Source: an optimization exercise on an open RTL-to-GDS flow (aim: small area and a short achievable clock period). Production flows keep margins and buffers that such runs may drop. Function was checked by simulation only, so behaviour that the tests miss may differ from the original. Power is estimated from default activity; no workload was simulated.

<file path="flow/config.mk">
export PLATFORM = sky130hd
export DESIGN_NAME = param_fifo
export DESIGN_NICKNAME = param_fifo
export VERILOG_FILES = /design/flow/design.v
export SDC_FILE = /design/flow/constraint.sdc
export NUM_CORES = 4
export LEC_CHECK = 0
export CAP_MARGIN = 5
export CELL_PAD_IN_SITES_DETAIL_PLACEMENT = 1
export CELL_PAD_IN_SITES_GLOBAL_PLACEMENT = 1
export CORE_MARGIN = 2
export CORE_UTILIZATION = 40
export CTS_CLUSTER_DIAMETER = 100
export CTS_CLUSTER_SIZE = 25
export SETUP_SLACK_MARGIN = 2.8
export SLEW_MARGIN = 5
export SYNTH_HIERARCHICAL = 1
export SYNTH_MINIMUM_KEEP_SIZE = 0
</file>
<file path="flow/constraint.sdc">
create_clock -name core_clock -period 5.0 [get_ports {clk}]
set_input_delay 1.0000 -clock core_clock [delete_from_list [all_inputs] [get_ports {clk}]]
set_output_delay 1.0000 -clock core_clock [all_outputs]
set_load 0.01 [all_outputs]
</file>
<file path="flow/design.v">
package param_fifo_pkg;
    localparam int unsigned DEF_DATA_W    = 8;
    localparam int unsigned DEF_DEPTH     = 256;
    localparam int unsigned DEF_AF_MARGIN = 4;
    localparam int unsigned DEF_AE_LEVEL  = 4;
    localparam int unsigned FLAG_FULL   = 0;
    localparam int unsigned FLAG_EMPTY  = 1;
    localparam int unsigned FLAG_AFULL  = 2;
    localparam int unsigned FLAG_AEMPTY = 3;
    localparam int unsigned FLAG_W      = 4;
    function automatic integer clog2(input integer value);
        integer result;
        integer i;
        result = 0;
        for (i = 0; i < 32; i = i + 1) begin
            if ((32'd1 << i) < value) begin
                result = i + 1;
            end
        end
        clog2 = result;
    endfunction
endpackage
module fifo_mem
#(
    parameter int unsigned DATA_W = param_fifo_pkg::DEF_DATA_W,
    parameter int unsigned DEPTH  = param_fifo_pkg::DEF_DEPTH,
    localparam int unsigned AW    = param_fifo_pkg::clog2(DEPTH),
    localparam int unsigned LW    = AW / 2,
    localparam int unsigned HW    = AW - LW,
    localparam int unsigned NPART = ((1 << HW) + 7) / 8
) (
    input  logic               clk,
    input  logic               shift_i,
    input  logic [DATA_W-1:0]  wr_data_i,
    input  logic [2*(1<<LW)-1:0] rd_lo_i,
    input  logic [(1<<HW)-1:0] rd_hi_i,
    output logic [DATA_W*NPART-1:0] rd_part_n_o
);
    localparam int unsigned NL = 1 << LW;       
    localparam int unsigned NH = 1 << HW;       
    localparam int unsigned NG = (NL + 2) / 3;  
    localparam int unsigned NM = (NG + 2) / 3;  
    logic [DATA_W-1:0] mem_q [DEPTH];
    logic [DATA_W-1:0] rot [NH*NL];
    always_ff @(posedge clk) begin
        if (shift_i) begin
            mem_q[0] <= wr_data_i;
            for (int i = 1; i < DEPTH; i++) mem_q[i] <= mem_q[i-1];
        end
    end
    always_comb begin
        for (int j = 0; j < NH*NL; j++)
            rot[j] = (j < DEPTH) ? mem_q[(j + DEPTH - 1) % DEPTH] : '0;
    end
    for (genvar b = 0; b < DATA_W; b++) begin : g_bit
        logic [3*NG-1:0] lo_p;
        assign lo_p = {{(3*NG-NL){1'b0}}, rd_lo_i[((2*b) / DATA_W)*NL +: NL]};
        logic [NH-1:0] row_n;    
        for (genvar h = 0; h < NH; h++) begin : g_row
            logic [3*NG-1:0] d;
            logic [3*NM-1:0] grp_n;
            logic [NM-1:0]   grp;
            for (genvar l = 0; l < 3*NG; l++) begin : g_d
                if (l < NL) begin : g_e
                    assign d[l] = rot[h*NL + l][b];
                end else begin : g_z
                    assign d[l] = 1'b0;
                end
            end
            for (genvar g = 0; g < 3*NM; g++) begin : g_grp
                if (3*g + 3 <= NL) begin : g_a3
                    fifo_aoi3 u_aoi (
                        .a0 (d[3*g]),   .s0 (lo_p[3*g]),
                        .a1 (d[3*g+1]), .s1 (lo_p[3*g+1]),
                        .a2 (d[3*g+2]), .s2 (lo_p[3*g+2]),
                        .y_n(grp_n[g])
                    );
                end else if (3*g + 2 == NL) begin : g_a2
                    fifo_aoi2 u_aoi (
                        .a0 (d[3*g]),   .s0 (lo_p[3*g]),
                        .a1 (d[3*g+1]), .s1 (lo_p[3*g+1]),
                        .y_n(grp_n[g])
                    );
                end else if (3*g + 1 == NL) begin : g_a1
                    fifo_nand2 u_aoi (.a(d[3*g]), .b(lo_p[3*g]), .y(grp_n[g]));
                end else begin : g_o
                    assign grp_n[g] = 1'b1;
                end
            end
            for (genvar m = 0; m < NM; m++) begin : g_m
                fifo_nand3 u_m (.a(grp_n[3*m]), .b(grp_n[3*m+1]), .c(grp_n[3*m+2]), .y(grp[m]));
            end
            if (NM == 2) begin : g_two
                fifo_o21ai u_r (.a1(grp[0]), .a2(grp[1]), .b1(rd_hi_i[h]), .y(row_n[h]));
            end else begin : g_any
                assign row_n[h] = !((|grp) && rd_hi_i[h]);
            end
        end
        localparam int unsigned N2 = (NH + 3) / 4;
        localparam int unsigned N3 = (N2 + 1) / 2;
        logic [4*N2-1:0] row_p;
        logic [N2-1:0]   l2;
        logic [2*N3-1:0] l2_p;
        assign row_p = {{(4*N2-NH){1'b1}}, row_n};
        assign l2_p  = {{(2*N3-N2){1'b0}}, l2};
        for (genvar k = 0; k < N2; k++) begin : g_l2
            fifo_nand4 u_n (.a(row_p[4*k]), .b(row_p[4*k+1]), .c(row_p[4*k+2]), .d(row_p[4*k+3]), .y(l2[k]));
        end
        for (genvar k = 0; k < N3; k++) begin : g_l3
            fifo_nor2 u_n (.a(l2_p[2*k]), .b(l2_p[2*k+1]), .y(rd_part_n_o[b*NPART + k]));
        end
    end
endmodule
module fifo_aoi3 (
    input  logic a0, s0, a1, s1, a2, s2,
    output logic y_n
);
    assign y_n = !((a0 && s0) || (a1 && s1) || (a2 && s2));
endmodule
module fifo_aoi2 (
    input  logic a0, s0, a1, s1,
    output logic y_n
);
    assign y_n = !((a0 && s0) || (a1 && s1));
endmodule
module fifo_nand2 (
    input  logic a, b,
    output logic y
);
    assign y = !(a && b);
endmodule
module fifo_nand3 (
    input  logic a, b, c,
    output logic y
);
    assign y = !(a && b && c);
endmodule
module fifo_o21ai (
    input  logic a1, a2, b1,
    output logic y
);
    assign y = !((a1 || a2) && b1);
endmodule
module fifo_nand4 (
    input  logic a, b, c, d,
    output logic y
);
    assign y = !(a && b && c && d);
endmodule
module fifo_nor2 (
    input  logic a, b,
    output logic y
);
    assign y = !(a || b);
endmodule
module param_fifo
#(
    parameter int unsigned DATA_W   = param_fifo_pkg::DEF_DATA_W,
    parameter int unsigned DEPTH    = param_fifo_pkg::DEF_DEPTH,
    parameter int unsigned AF_LEVEL = DEPTH - param_fifo_pkg::DEF_AF_MARGIN,
    parameter int unsigned AE_LEVEL = param_fifo_pkg::DEF_AE_LEVEL,
    localparam int unsigned AW      = param_fifo_pkg::clog2(DEPTH),
    localparam int unsigned CW      = AW + 1,
    localparam int unsigned LW      = AW / 2,
    localparam int unsigned HW      = AW - LW
) (
    input  logic              clk,
    input  logic              rst,
    input  logic              clear,
    input  logic              wr_en,
    input  logic [DATA_W-1:0] wr_data,
    input  logic              rd_en,
    output logic [DATA_W-1:0] rd_data,
    output logic              rd_valid,
    output logic              full,
    output logic              empty,
    output logic              almost_full,
    output logic              almost_empty,
    output logic [CW-1:0]     count,
    output logic              overflow,
    output logic              underflow
);
    logic [CW-1:0]      count_q, count_d, count_inc, count_dec;
    logic [CW-1:0]      ncnt_q, cnt;
    logic               nfull_q, empty_q;
    logic [(1<<LW)-1:0] lo_q, lo_d, lo_cur;
    logic [(1<<LW)-1:0] lo2_q, lo2_d, lo2_cur;
    logic [(1<<HW)-1:0] hi_q, hi_d, hi_cur;
    logic               full_q, nempty_q, afull_q, naempty_q;
    logic               rd_valid_q, overflow_q, underflow_q;
    logic [DATA_W-1:0]  rd_data_q, rd_word;
    logic [DATA_W*(((1<<HW)+7)/8)-1:0] rd_part_n;
    logic               wr_acc, rd_acc, shift, up, down;
    assign rd_acc = rd_en && !empty_q && !clear;
    assign wr_acc = wr_en && (nfull_q || rd_acc) && !clear;
    assign shift  = wr_en && (nfull_q || rd_en);
    assign up     = wr_acc && !rd_acc;
    assign down   = rd_acc && !wr_acc;
    assign cnt       = ~ncnt_q;
    assign count_inc = cnt + CW'(1);
    assign count_dec = cnt - CW'(1);
    always_comb begin
        count_d = cnt;
        if (clear)     count_d = '0;
        else if (up)   count_d = count_inc;
        else if (down) count_d = count_dec;
    end
    always_comb begin
        lo_cur = '0;
        hi_cur = '0;
        lo_cur[cnt[LW-1:0]]  = 1'b1;
        hi_cur[cnt[AW-1:LW]] = 1'b1;
        lo_d = lo_cur;
        hi_d = hi_cur;
        if (clear) begin
            lo_d = (1<<LW)'(1);
            hi_d = (1<<HW)'(1);
        end else if (up) begin
            lo_d = {lo_cur[(1<<LW)-2:0], lo_cur[(1<<LW)-1]};
            if (&cnt[LW-1:0]) hi_d = {hi_cur[(1<<HW)-2:0], hi_cur[(1<<HW)-1]};
        end else if (down) begin
            lo_d = {lo_cur[0], lo_cur[(1<<LW)-1:1]};
            if (cnt[LW-1:0] == '0) hi_d = {hi_cur[0], hi_cur[(1<<HW)-1:1]};
        end
    end
    always_comb begin
        lo2_cur = '0;
        lo2_cur[count_q[LW-1:0]] = 1'b1;
        lo2_d = lo2_cur;
        if (clear)     lo2_d = (1<<LW)'(1);
        else if (up)   lo2_d = {lo2_cur[(1<<LW)-2:0], lo2_cur[(1<<LW)-1]};
        else if (down) lo2_d = {lo2_cur[0], lo2_cur[(1<<LW)-1:1]};
    end
    always_ff @(posedge clk) begin
        lo_q  <= lo_d;
        lo2_q <= lo2_d;
        hi_q  <= hi_d;
    end
    always_ff @(posedge clk or posedge rst) begin
        if (rst) begin
            count_q     <= '0;
            ncnt_q      <= '1;
            full_q      <= 1'b0;
            nfull_q     <= 1'b1;
            nempty_q    <= 1'b0;
            empty_q     <= 1'b1;
            afull_q     <= 1'b0;
            naempty_q   <= 1'b0;
            rd_valid_q  <= 1'b0;
            overflow_q  <= 1'b0;
            underflow_q <= 1'b0;
        end else begin
            count_q     <= count_d;
            ncnt_q      <= ~count_d;
            if (clear) begin
                full_q    <= 1'b0;
                nfull_q   <= 1'b1;
                nempty_q  <= 1'b0;
                empty_q   <= 1'b1;
                afull_q   <= 1'b0;
                naempty_q <= 1'b0;
            end else if (up) begin
                full_q    <= (32'(cnt) == DEPTH - 1);
                nfull_q   <= (32'(cnt) != DEPTH - 1);
                nempty_q  <= 1'b1;
                empty_q   <= 1'b0;
                afull_q   <= (32'(cnt) >= AF_LEVEL - 1);
                naempty_q <= (32'(cnt) > AE_LEVEL - 1);
            end else if (down) begin
                full_q    <= 1'b0;
                nfull_q   <= 1'b1;
                nempty_q  <= (32'(cnt) != 1);
                empty_q   <= (32'(cnt) == 1);
                afull_q   <= (32'(cnt) >= AF_LEVEL + 1);
                naempty_q <= (32'(cnt) > AE_LEVEL + 1);
            end
            rd_valid_q  <= rd_acc;
            overflow_q  <= !clear && (overflow_q || (wr_en && !wr_acc));
            underflow_q <= !clear && (underflow_q || (rd_en && empty_q));
        end
    end
    always_comb begin
        for (int b = 0; b < DATA_W; b++) rd_word[b] = !(&rd_part_n[b*(((1<<HW)+7)/8) +: ((1<<HW)+7)/8]);
    end
    always_ff @(posedge clk or posedge rst) begin
        if (rst)         rd_data_q <= '0;
        else if (rd_acc) rd_data_q <= rd_word;
    end
    fifo_mem #(
        .DATA_W (DATA_W),
        .DEPTH  (DEPTH)
    ) u_mem (
        .clk         (clk),
        .shift_i     (shift),
        .wr_data_i   (wr_data),
        .rd_lo_i     ({lo2_q, lo_q}),
        .rd_hi_i     (hi_q),
        .rd_part_n_o (rd_part_n)
    );
    assign rd_data      = rd_data_q;
    assign rd_valid     = rd_valid_q;
    assign count        = count_q;
    assign full         = full_q;
    assign empty        = !nempty_q;
    assign almost_full  = afull_q;
    assign almost_empty = !naempty_q;
    assign overflow     = overflow_q;
    assign underflow    = underflow_q;
endmodule
</file>
<file path="flow/run.sh">
#!/bin/bash
# synth_recipe.tcl (not shown) runs the flow's synth.tcl, then flattens the netlist and writes it again
# the make line also repeats each setting of config.mk as NAME=value (left out here)
make -C /OpenROAD-flow-scripts/flow DESIGN_CONFIG=/design/flow/config.mk WORK_HOME=/design/flow/orfs CLKGATE_MAP_FILE= SYNTH_SCRIPT=/design/flow/synth_recipe.tcl finish
</file>
==> results.yml, run 1 <==
timing:
  rsz0062_at_grt: "yes"
  setup_violations: 0
  max_freq_ghz: 0.419
  period_needed_ns: 2.39
  slew_headroom: 0.188
  drv_slew: 0
  tightestPinTransition_ns: 1.22
  finalHoldViolCount: 0
  period_share: 0.477
  fin_worst_skew_ns: 0.0445
  fin_tns_setup_ns: 0
route:
  num_vias: 43656
  route.final.wire_length_mm: 224
  drt_pass1_iterations: 10
  ant_nets: 0
  vias_per_cell: 6.51
  drt_iter0_drc: 8819
  wire_per_inst_um: 33.4
  drc: 0
global_routing:
  grt_pass1_vias: 42462
  grt_max_degree: 117
  grt_overflow: 0
  grt_use_total: 0.227
  antenna_found_initial: 15
  grt_pass1_wl_mm: 316
synth:
  synth_area_leaders: "edfxtp_1, a222oi_1, nand3_1"
  synth-async-reset-ratio: 0.0164
  syn_avg_cell_area_um2: 20.0
  yosysTopAreaCell: "edfxtp_1"
  synth-compound-area-share: 0.106
  synth_top_family_by_area: "compound AO/OA/AOI/OAI gates"
  synth.distinct_cells: 71
  synth.top_cell.area_share: 0.821
  synth_edf_count: 2048
  netlist_area_um2: 74900
  ys_warn_count: 10
  ys_seq_area_frac: 0.845
  synth_cells: 3743
  synthSimpleGateAreaFrac: 0.0411
  synth_ff_type: "edfxtp_1"
  ys_ff_latch: 2131
  syn-num-nets: 3770
  synth-xor-area-share: 0.00129
  yosys.area_share.adder: 0.00234
  synthMuxAreaShare: 0.000718
power_and_ir_drop:
  ir_drop_mv: 0.249
  power_w: 0.0336
  power_density_nw_per_um2: 393
  leakagePower_nw: 27.9
critical_path:
  arrival_ns: 1.39
  crit_required_ns: 4.00
  worstSetupPathType: "reg2out"
  path_cells: "buf_6"
  worst-path-max-fanout: 2
  critPathLaunchType: "register"
  cp-end-kind: "output port"
  critPathMaxStageDelay_ns: 0.48
  critPathSlowestCell: "dfrtp_2"
  path_buf_inv: 1
  crit_family: "flip-flops"
final_layout:
  drive_above_1_share: 0.134
  fin_nets: 4174
  syn2layout_area_growth_pct: 14.0
  mostFrequentLayoutCells: "edfxtp_1, a222oi_1, nand3_1, nand2_1, buf_4"
  layout.cells.most_common: "edfxtp_1"
  fin_cells: 6711
clock_network:
  clock-sinks: 2131
  worstSkewPairLatency_ns: 0.77
  cts_buffers: 95
  cts_max_path_buffers: 3
  cts_root_buf: "clkbuf_16"
  path_clk_slew_ns: 0.11
  postCtsHoldBufs: 0
  cts_tree: "built"
  htreeDepth: 3
placement:
  port_buffers: 36
  dp.cells: 6340
  place_hpwl_mm: 107
  gp_congestion: 0.769
floorplan:
  fp.coreArea_um2: 186000
  row_count: 158
  die_w_um: 437
  initial_core_util: 0.403
  ios: 37
  die_h_um: 437
  die_area_um2: 191000
run_status:
  outcome: "complete, no violations"
run:
  max-cap-violations: 0
min_path:
  hold_path_class: "reg2reg"
[kinds of logic (layout without fill, tap and decap cells)]
family                     after synthesis  after routing
buffers and inverters                   48            523
adders and majority gates               14             14
AOI/OAI and AO/OA                      895            896
xor gates and xnor gates                11             11
and+or+nand+nor                        639            640
DFF                                   2131           2131
other                                    0             11
muxes                                    5              5
[synth_stat cells, drive strengths merged (5+ instances only)]
cell    number
buf         17
dfstp       11
and2        13
clkbuf      19
dfrtp       24
nor3        10
inv         12
nand3      282
nor3b        5
nand2      173
o21ai      140
a21oi       35
a22oi        8
a32oi        7
xnor2        7
ha          14
nand4       34
a222oi     640
nor4         7
or2          8
edfxtp    2048
nand2b      11
nor2        70
and3         6
a31oi       13
a22o         7
nor2b        6
dfxtp       48
[report_power, final]
group	internal (W)	switching, W
combinational	0.00107	0.00188
sequential	0.0207	0.000731
clock	0.00373	0.00548
total	0.0255	0.00809
[modules after synthesis, one instance, submodules excluded, excerpt]
module,flops+latches,times used,cells
param_fifo,83,1,495
fifo_aoi3,0,640,1
fifo_nand4,0,32,1
fifo_nand3,0,256,1
fifo_o21ai,0,128,1
fifo_nand2,0,128,1
fifo_nor2,0,16,1
[final cells by class]
cell class / count / area [µm²]
well taps: 2480 / 3100
diodes: 11 / 27.5
inverters: 12 / 45.0
multi-input cells: 1566 / 11700
clock inverters: 6 / 58.8
repair buffers: 341 / 4330
clock buffers: 164 / 2700
fillers: 17268 / 100000
flip-flops and latches: 2131 / 63500
[state kept, by name, indices dropped and copies added (netlist names), 8 cells and up]
register,count
u_mem.mem_q,2048
hi_q,16
lo2_q,16
lo_q,16
count_q,9
ncnt_q,9
rd_data_q,8
[metal layers]
metal,global-route usage,vias to the layer above,share of wire
met5,0.00907,-,0.00038
met4,0.0661,2,0.024
met3,0.0623,204,0.11
met2,0.326,2491,0.44
met1,0.338,23359,0.42
li1,-,17600,-
[final timing paths]
| kind | from | endpoint | slack [ns] | cells past startpoint |
|---|---|---|---|---|
| hold reg to reg | u_mem.mem_q[52][5]$_DFFE_PP_ | u_mem.mem_q[53][5]$_DFFE_PP_ | 0.45 | 0 |
| setup reg to reg | lo2_q[9]$_SDFF_PP0_ | rd_data_q[6]$_DFFE_PP0P_ | 2.76 | 8 |
| hold / removal | u_mem.mem_q[52][5]$_DFFE_PP_ | u_mem.mem_q[53][5]$_DFFE_PP_ | 0.45 | 0 |
| min in group asynchronous | rst | rd_data_q[0]$_DFFE_PP0P_ | 0.76 | 3 |
| setup / recovery | rd_data_q[4]$_DFFE_PP0P_ | rd_data[4] | 2.61 | 1 |
| max in group asynchronous | rst | afull_q$_DFFE_PP0P_ | 3.56 | 3 |
[what timing repair did]
action | CTS | global route
cloned | 1 | 6
setup endpoints to repair | 2109 | 60
pin swaps | 11 | 86
endpoints found under the hold margin | 0 | 0
buffers inserted | 116 | 67
gates resized for setup | 204 | 75
[stage by stage]
| step | area (µm²) | setup WS [ns] | utilization | hold slack [ns] |
|---|---|---|---|---|
| 6_report | 85400 | 2.61 | 0.460 | 0.447 |
| 3_3_place_gp | 79600 | 1.43 | 0.428 | 0.428 |
| 4_1_cts | 84200 | 2.55 | 0.453 | 0.445 |
| 5_1_grt | 85400 | 2.59 | 0.460 | 0.457 |
| 2_1_floorplan | 74900 | -11.24 | - | 0.426 |
| 3_5_place_dp | 79600 | 1.40 | 0.428 | 0.433 |
==> inputs of run 2 (changes only) <==
--- a/flow/design.v
+++ b/flow/design.v
@@ -34,3 +34,3 @@
     input  logic [DATA_W-1:0]  wr_data_i,
-    input  logic [2*(1<<LW)-1:0] rd_lo_i,
+    input  logic [(1<<LW)-1:0] rd_lo_i,
     input  logic [(1<<HW)-1:0] rd_hi_i,
@@ -54,5 +54,5 @@
     end
+    logic [3*NG-1:0] lo_p;
+    assign lo_p = {{(3*NG-NL){1'b0}}, rd_lo_i};
     for (genvar b = 0; b < DATA_W; b++) begin : g_bit
-        logic [3*NG-1:0] lo_p;
-        assign lo_p = {{(3*NG-NL){1'b0}}, rd_lo_i[((2*b) / DATA_W)*NL +: NL]};
         logic [NH-1:0] row_n;    
@@ -186,3 +186,2 @@
     logic [(1<<LW)-1:0] lo_q, lo_d, lo_cur;
-    logic [(1<<LW)-1:0] lo2_q, lo2_d, lo2_cur;
     logic [(1<<HW)-1:0] hi_q, hi_d, hi_cur;
@@ -225,14 +224,5 @@
     end
-    always_comb begin
-        lo2_cur = '0;
-        lo2_cur[count_q[LW-1:0]] = 1'b1;
-        lo2_d = lo2_cur;
-        if (clear)     lo2_d = (1<<LW)'(1);
-        else if (up)   lo2_d = {lo2_cur[(1<<LW)-2:0], lo2_cur[(1<<LW)-1]};
-        else if (down) lo2_d = {lo2_cur[0], lo2_cur[(1<<LW)-1:1]};
-    end
     always_ff @(posedge clk) begin
-        lo_q  <= lo_d;
-        lo2_q <= lo2_d;
-        hi_q  <= hi_d;
+        lo_q <= lo_d;
+        hi_q <= hi_d;
     end
@@ -295,3 +285,3 @@
         .wr_data_i   (wr_data),
-        .rd_lo_i     ({lo2_q, lo_q}),
+        .rd_lo_i     (lo_q),
         .rd_hi_i     (hi_q),
--- a/flow/config.mk
+++ b/flow/config.mk
@@ -7,3 +7,3 @@
 export LEC_CHECK = 0
-export CAP_MARGIN = 5
+export CAP_MARGIN = 20
 export CELL_PAD_IN_SITES_DETAIL_PLACEMENT = 1
@@ -15,3 +15,3 @@
 export SETUP_SLACK_MARGIN = 2.8
-export SLEW_MARGIN = 5
+export SLEW_MARGIN = 20
 export SYNTH_HIERARCHICAL = 1
==> run 2 against run 1 <==
- still clean on timing, DRC and antenna
- cell count fell by 3.4%
- first-iteration DRC count is 7.3% lower
- global-route usage fell by 0.91 points
- via count shrank 4.0%
- setup slack worse by 0.078 ns
- non-clock buffer count decreased by 67
- register-to-register slack worse by 0.22 ns
- sequential share of layout area grew 1.1 points
- critical path depth grew 7
- clock power down 1%
- sequential cell count is 16 lower
- critical path type is now reg2reg
- largest power group unchanged
==> results.yml, run 2 <==
clock_network:
  htreeDepth: 3
  postCtsHoldBufs: 0
  cts_root_buf: "clkbuf_16"
  path_clk_slew_ns: 0.10
  worstSkewPairLatency_ns: 0.77
  cts_max_path_buffers: 3
  clock-sinks: 2115
  cts_tree: "built"
  cts_buffers: 95
global_routing:
  grt_overflow: 0
  grt_use_total: 0.218
  antenna_found_initial: 8
  grt_pass1_wl_mm: 302
  grt_pass1_vias: 41433
  grt_max_degree: 144
placement:
  place_hpwl_mm: 103
  port_buffers: 36
  gp_congestion: 0.764
route:
  route.final.wire_length_mm: 210
  vias_per_cell: 6.46
  num_vias: 41893
  wire_per_inst_um: 32.3
  drt_pass1_iterations: 10
  drt_iter0_drc: 8176
  drc: 0
  ant_nets: 0
final_layout:
  largest_reg_flops: 2048
  mostFrequentLayoutCells: "edfxtp_1, a222oi_1, nand3_1, nand2_1, o21ai_1"
  syn2layout_area_growth_pct: 13.1
  biggestRegsByFlops: "u_mem.mem_q: 2048 flops, hi_q: 16 flops, lo_q: 16 flops"
  drive_above_1_share: 0.115
  layout.cells.most_common: "edfxtp_1"
  fin_nets: 3992
  largest_register: "u_mem.mem_q"
synth:
  ys_warn_count: 10
  syn-num-nets: 3643
  synth_area_leaders: "edfxtp_1, a222oi_1, nand3_1"
  yosysTopAreaCell: "edfxtp_1"
  ys_ff_latch: 2115
  syn_avg_cell_area_um2: 20.4
  synth.top_cell.area_share: 0.831
  synth.distinct_cells: 63
  synth_ff_type: "edfxtp_1"
  ys_top_cells_by_count: "edfxtp_1, a222oi_1, nand3_1, nand2_1, o21ai_1"
  netlist_area_um2: 74000
  yosysMostFrequentCell: "edfxtp_1"
  synth_edf_count: 2048
  ys_seq_area_frac: 0.852
  synth_cells: 3620
  synth-async-reset-ratio: 0.0165
power_and_ir_drop:
  ir_drop_mv: 0.286
  leakagePower_nw: 27.3
  power_w: 0.0324
  power_density_nw_per_um2: 388
timing:
  finalHoldViolCount: 0
  tightestPinTransition_ns: 1.16
  period_share: 0.493
  max_freq_ghz: 0.406
  slew_headroom: 0.227
  fin_tns_setup_ns: 0
  period_needed_ns: 2.46
  setup_violations: 0
  rsz0062_at_grt: "yes"
  drv_slew: 0
  fin_worst_skew_ns: 0.0457
critical_path:
  worstSetupPathType: "reg2reg"
  crit_required_ns: 5.63
  arrival_ns: 3.09
  critPathMaxStageDelay_ns: 0.45
  crit_family: "simple AND/OR/NAND/NOR gates"
  critPathSlowestCell: "nand4_1"
  path_cells: "buf_12, buf_4, a222oi_1, nand3_1, o21ai_1, nand4_1, nor2_2, a31oi_1"
  cp-end-kind: "register"
  critPathLaunchType: "register"
  worst-path-max-fanout: 5
  path_buf_inv: 2
floorplan:
  ios: 37
  die_h_um: 434
  fp.coreArea_um2: 183000
  initial_core_util: 0.403
  die_w_um: 434
  die_area_um2: 188000
  row_count: 157
min_path:
  hold_path_class: "reg2reg"
run_status:
  outcome: "complete, no violations"
run:
  max-cap-violations: 0
run 2: cell count changes after synthesis, sizes merged, moves of 5 or more:
cell	previous run	this run
dfxtp	48	32
clkbuf	19	14
nor2	70	61
o221ai	0	10
o21ai	140	134
a21oi	35	12
a22o	7	2
and2	13	6
nand3	282	264
buf	17	9
nor3	10	3
run 2: kinds of logic (layout without fill, tap and decap cells):
family	after synthesis	in the layout	share of synthesized area
xor gates and xnor gates	8	8	0.000947
muxes	7	7	0.000998
AOI/OAI and AO/OA	854	855	0.104
other	0	3	0
DFF	2115	2115	0.852
adders and majority gates	10	10	0.00169
buffers and inverters	37	433	0.00201
and+or+nand+nor	589	589	0.0382
run 2: metal layers:
| layer | track usage | routed length (µm) | vias to the layer above |
|---|---|---|---|
| met2 | 0.340 | 97500 | 2138 |
| met3 | 0.0305 | 18500 | 209 |
| met5 | 0 | 0 | - |
| met4 | 0.0574 | 5150 | 0 |
| met1 | 0.324 | 88500 | 22557 |
| li1 | - | - | 16989 |
run 2: path summary, 6_finish.rpt:
kind / startpoint / endpoint / slack [ns] / depth (start not counted)
setup / recovery: lo_q[3]$_SDFF_PP0_ / rd_data_q[5]$_DFFE_PP0P_ / 2.54 / 8
hold / removal: u_mem.mem_q[245][1]$_DFFE_PP_ / u_mem.mem_q[246][1]$_DFFE_PP_ / 0.43 / 0
setup reg to reg: lo_q[3]$_SDFF_PP0_ / rd_data_q[5]$_DFFE_PP0P_ / 2.54 / 8
hold reg to reg: u_mem.mem_q[245][1]$_DFFE_PP_ / u_mem.mem_q[246][1]$_DFFE_PP_ / 0.43 / 0
max in group asynchronous: rst / rd_data_q[3]$_DFFE_PP0P_ / 3.54 / 2
min in group asynchronous: rst / rd_valid_q$_DFF_PP0_ / 0.85 / 2
run 2: final cells by class:
type | count | area (µm²)
flip-flops and latches | 2115 | 63100
fillers | 17011 | 99800
inverters | 14 | 57.6
well taps | 2464 | 3080
clock inverters | 10 | 123
clock buffers | 135 | 2590
repair buffers | 274 | 3680
diodes | 3 | 7.51
multi-input cells | 1469 | 11000
run 2: worst reg2reg max path: stages, from the launching register on:
cell	delay, ns
dfxtp_4	0.42
buf_12	0.16
buf_4	0.15
a222oi_1	0.33
nand3_1	0.18
o21ai_1	0.19
nand4_1	0.45
nor2_2	0.33
a31oi_1	0.11
run 2: where the power goes:
part | total (W) | internal [W] | leakage, nW | switching [W]
Sequential | 0.0212 | 0.0206 | 20.7 | 0.000669
Clock | 0.00908 | 0.00366 | 1.31 | 0.00541
Combinational | 0.00214 | 0.000747 | 5.25 | 0.00139
Total | 0.0324 | 0.0250 | 27.3 | 0.00748
run 2: stage by stage:
stage | instance area (µm²) | util | hold WS (ns) | cells | worst slack (ns)
6_report | 83600 | 0.456 | 0.434 | 6484 | 2.54
5_1_grt | 83600 | 0.456 | 0.454 | 6482 | 2.51
4_1_cts | 83200 | 0.454 | 0.438 | 6462 | 2.51
3_5_place_dp | 78800 | 0.429 | 0.434 | 6221 | 1.44
3_3_place_gp | 78800 | 0.429 | 0.428 | 6221 | 1.52
2_1_floorplan | 74000 | - | 0.426 | 3620 | -11.24
run 2: what timing repair did:
action,4_1_cts,5_1_grt
resized for setup,218,31
cloned,11,5
setup endpoints to repair,2052,936
setup buffers,85,14
pin swaps,49,59
run 2: per-module statistics from Yosys, one instance, submodules excluded, a selection:
| module | copies in the design | cell area (µm²) | flops+latches |
|---|---|---|---|
| fifo_nand2 | 128 | 3.75 | 0 |
| fifo_nand3 | 256 | 5.00 | 0 |
| fifo_aoi3 | 640 | 10.0 | 0 |
| fifo_nand4 | 32 | 6.26 | 0 |
| fifo_o21ai | 128 | 5.00 | 0 |
| fifo_nor2 | 16 | 3.75 | 0 |
| param_fifo | 1 | 3390 | 67 |
==> inputs of run 3 (changes only) <==
--- a/flow/config.mk
+++ b/flow/config.mk
@@ -7,3 +7,3 @@
 export LEC_CHECK = 0
-export CAP_MARGIN = 20
+export CAP_MARGIN = 5
 export CELL_PAD_IN_SITES_DETAIL_PLACEMENT = 1
@@ -15,3 +15,3 @@
 export SETUP_SLACK_MARGIN = 2.8
-export SLEW_MARGIN = 20
+export SLEW_MARGIN = 5
 export SYNTH_HIERARCHICAL = 1
==> run 3 against run 2 <==
- via count rose by 0.15%
- global-route usage about the same
- die area is the same
- combinational power about the same
- power is essentially flat
- synthesized cell count is the same
- worst hold slack gained 0.0040 ns
- register-to-register slack is essentially flat
- core utilization is essentially flat
- clock skew grew 0.0020 ns
- cell count about the same
- non-clock buffer count grew 3
- critical path type unchanged
- critical endpoint unchanged
- largest cell class unchanged
- largest power group unchanged
==> results.yml, run 3 <==
global_routing:
  grt_overflow: 0
  grt_pass1_wl_mm: 302
  grt_use_total: 0.218
  antenna_found_initial: 9
  grt_pass1_vias: 41447
  grt_max_degree: 144
synth:
  netlist_area_um2: 74000
  synth_area_leaders: "edfxtp_1, a222oi_1, nand3_1"
  ys_warn_count: 10
  syn_avg_cell_area_um2: 20.4
  ys_seq_area_frac: 0.852
  yosysTopAreaCell: "edfxtp_1"
  ys_ff_latch: 2115
  synth-async-reset-ratio: 0.0165
  synth_ff_type: "edfxtp_1"
  yosysMostFrequentCell: "edfxtp_1"
  synth_cells: 3620
  synth_edf_count: 2048
  synth.top_cell.area_share: 0.831
  syn-num-nets: 3643
  ys_top_cells_by_count: "edfxtp_1, a222oi_1, nand3_1, nand2_1, o21ai_1"
  synth.distinct_cells: 63
timing:
  fin_worst_skew_ns: 0.0477
  period_share: 0.493
  drv_slew: 0
  setup_violations: 0
  period_needed_ns: 2.46
  slew_headroom: 0.182
  tightestPinTransition_ns: 1.23
  max_freq_ghz: 0.406
  rsz0062_at_grt: "yes"
  fin_tns_setup_ns: 0
  finalHoldViolCount: 0
power_and_ir_drop:
  power_density_nw_per_um2: 388
  leakagePower_nw: 27.3
  ir_drop_mv: 0.288
  internal_power_w: 0.0250
  switchingPower_w: 0.00748
  combPwrFrac: 0.066
  sequentialPowerShare: 0.654
  clock_power_share: 0.280
  p_sw_frac: 0.230
route:
  vias_per_cell: 6.47
  drc: 0
  num_vias: 41957
  drt_pass1_iterations: 11
  ant_nets: 0
  wire_per_inst_um: 32.3
  route.final.wire_length_mm: 210
  drt_iter0_drc: 8226
floorplan:
  row_count: 157
  die_area_um2: 188000
  ios: 37
  fp.coreArea_um2: 183000
  die_w_um: 434
  initial_core_util: 0.403
  die_h_um: 434
critical_path:
  r2r_cells: 8
  path_buf_inv: 2
  arrival_ns: 3.09
  cp-end-kind: "register"
  rrSetupSlack_ns: 2.54
  worst-path-max-fanout: 6
  critPathSlowestCell: "nand4_1"
  crit_family: "simple AND/OR/NAND/NOR gates"
  crit_required_ns: 5.63
  r2r-start: "lo_q[3]$_SDFF_PP0_"
  critPathLaunchType: "register"
  worstSetupPathType: "reg2reg"
  path_cells: "buf_12, buf_4, a222oi_1, nand3_1, o21ai_1, nand4_1, nor2_2, a31oi_1"
  r2r_end: "rd_data_q[5]$_DFFE_PP0P_"
  critPathMaxStageDelay_ns: 0.46
final_layout:
  fin_nets: 3995
  fillers: 17007
  largest_reg_flops: 2048
  drive_above_1_share: 0.115
  multiInputGateArea_um2: 11000
  fin_cells: 6487
  biggestRegsByFlops: "u_mem.mem_q: 2048 flops, hi_q: 16 flops, lo_q: 16 flops"
  syn2layout_area_growth_pct: 13.2
  design_area_um2: 83700
  seq_area_um2: 63100
  mostFrequentLayoutCells: "edfxtp_1, a222oi_1, nand3_1, nand2_1, o21ai_1"
  layout.cells.most_common: "edfxtp_1"
  largest_register: "u_mem.mem_q"
min_path:
  holdPathStages: 0
  min_from: "u_mem.mem_q[54][7]$_DFFE_PP_"
  hold_path_class: "reg2reg"
  min_to: "u_mem.mem_q[55][7]$_DFFE_PP_"
placement:
  dpl_cell_area_um2: 78800
  gp_congestion: 0.764
  place_hpwl_mm: 103
  port_buffers: 36
  dp.cells: 6221
clock_network:
  cts_tree: "built"
  path_clk_slew_ns: 0.10
  cts_root_buf: "clkbuf_16"
  cts_buffers: 95
  cts_max_path_buffers: 3
  htreeDepth: 3
  clock-sinks: 2115
  worstSkewPairLatency_ns: 0.77
run_status:
  outcome: "complete, no violations"
run:
  max-cap-violations: 0
## run 3: cell counts after synthesis
No cell type changed its count.
## run 3: layout make-up
class,instances,area share
Multi-Input combinational cell,1469,0.131
Clock buffer,135,0.0309
Inverter,14,0.000673
Tap cell,2464,0.0368
Clock inverter,10,0.00147
Sequential cell,2115,0.754
Timing Repair Buffer,277,0.0448
Antenna cell,3,0.0000897
## run 3: modules after synthesis (local to each module, per instance), a selection
module	cells inside	copies in the design	cell area (µm²)	flip-flops and latches
param_fifo	372	1	3390	67
fifo_aoi3	1	640	10.0	0
fifo_nand4	1	32	6.26	0
fifo_o21ai	1	128	5.00	0
fifo_nor2	1	16	3.75	0
fifo_nand2	1	128	3.75	0
## run 3: stage by stage
step                hold slack (ns)  power [W]  utilization  worst slack, ns
floorplan                     0.426     0.0228            -           -11.24
global route                  0.454     0.0335        0.456             2.52
CTS                           0.438     0.0327        0.454             2.51
global placement              0.428     0.0234        0.429             1.52
detailed placement            0.434     0.0234        0.429             1.44
finish                        0.438     0.0324        0.456             2.54
## run 3: logic make-up (layout without fill, tap and decap cells)
group,Yosys count,in the layout,share of synthesized area
flip-flops,2115,2115,0.852
AO/OA/AOI/OAI,854,855,0.104
AND/OR/NAND/NOR,589,589,0.0382
buffers and inverters,37,436,0.00201
adder cells (fa/ha/maj),10,10,0.00169
XOR/XNOR,8,8,0.000947
multiplexers,7,7,0.000998
other,0,3,0
## run 3: metal layers
layer	part of all wire	up-vias	GRT usage
li1	-	16985	-
met1	0.42	22541	0.324
met2	0.47	2211	0.339
met3	0.088	220	0.0307
met4	0.025	0	0.0583
met5	0	-	0
## run 3: worst max-delay path by stage
stage,endpoint,slack [ns],depth (start not counted),start
global route,rd_data_q[2]$_DFFE_PP0P_,2.52,8,lo_q[0]$_SDFF_PP1_
finish,rd_data_q[5]$_DFFE_PP0P_,2.54,8,lo_q[3]$_SDFF_PP0_
CTS,rd_data[4],2.51,1,rd_data_q[4]$_DFFE_PP0P_
global placement,u_mem.mem_q[57][0]$_DFFE_PP_,1.52,4,wr_en
detailed placement,u_mem.mem_q[59][0]$_DFFE_PP_,1.44,4,wr_en
floorplan,u_mem.mem_q[0][0]$_DFFE_PP_,-11.24,1,rd_en
## run 3: what timing repair did
item,CTS,global route
gates resized for setup,218,29
endpoints found under the setup margin,2052,857
hold buffers,0,0
pin swaps,49,48
buffers inserted,85,16
gates cloned,11,6
## run 3: power by group through the flow
stage	Sequential, W	Combinational [W]	Clock, W
3_3_place_gp	0.0216	0.00175	0
5_1_grt	0.0213	0.00227	0.00987
6_report	0.0212	0.00214	0.00908
3_5_place_dp	0.0217	0.00178	0
4_1_cts	0.0212	0.00209	0.00936
2_1_floorplan	0.0219	0.000939	0

## port drivers added, routing unchanged
In the flow no input, the clock included, has a driving cell. The finished layouts below were timed again as built, in two steps. Step 1: set_driving_cell puts a clkbuf_16 on clk and a buf_2 on each other input, an assumption about the parent block. Step 2 also shifts input and output timing later by t, the mid clock arrival at the registers, as if the neighbouring blocks saw the same clock. Slacks: ideal / step 1 / step 2; pairs: ideal / step 1.
run	shift t [ns]	setup slack, ns	hold slack, ns	clock arrival spread, ns	worst data-port slew with drivers (ns)
run 1	0.830	2.614 / 2.535 / 2.035	0.447 / 0.447 / 0.447	0.045 / 0.045	0.11
run 2	0.833	2.537 / 2.499 / 2.029	0.434 / 0.434 / 0.434	0.051 / 0.051	0.04
run 3	0.830	2.535 / 2.504 / 2.034	0.438 / 0.438 / 0.438	0.051 / 0.052	0.04
After both steps every run listed still meets setup and hold. For run 1, which loses most, drivers alone change the setup slack by -0.079 ns; drivers and shift together by -0.579 ns.
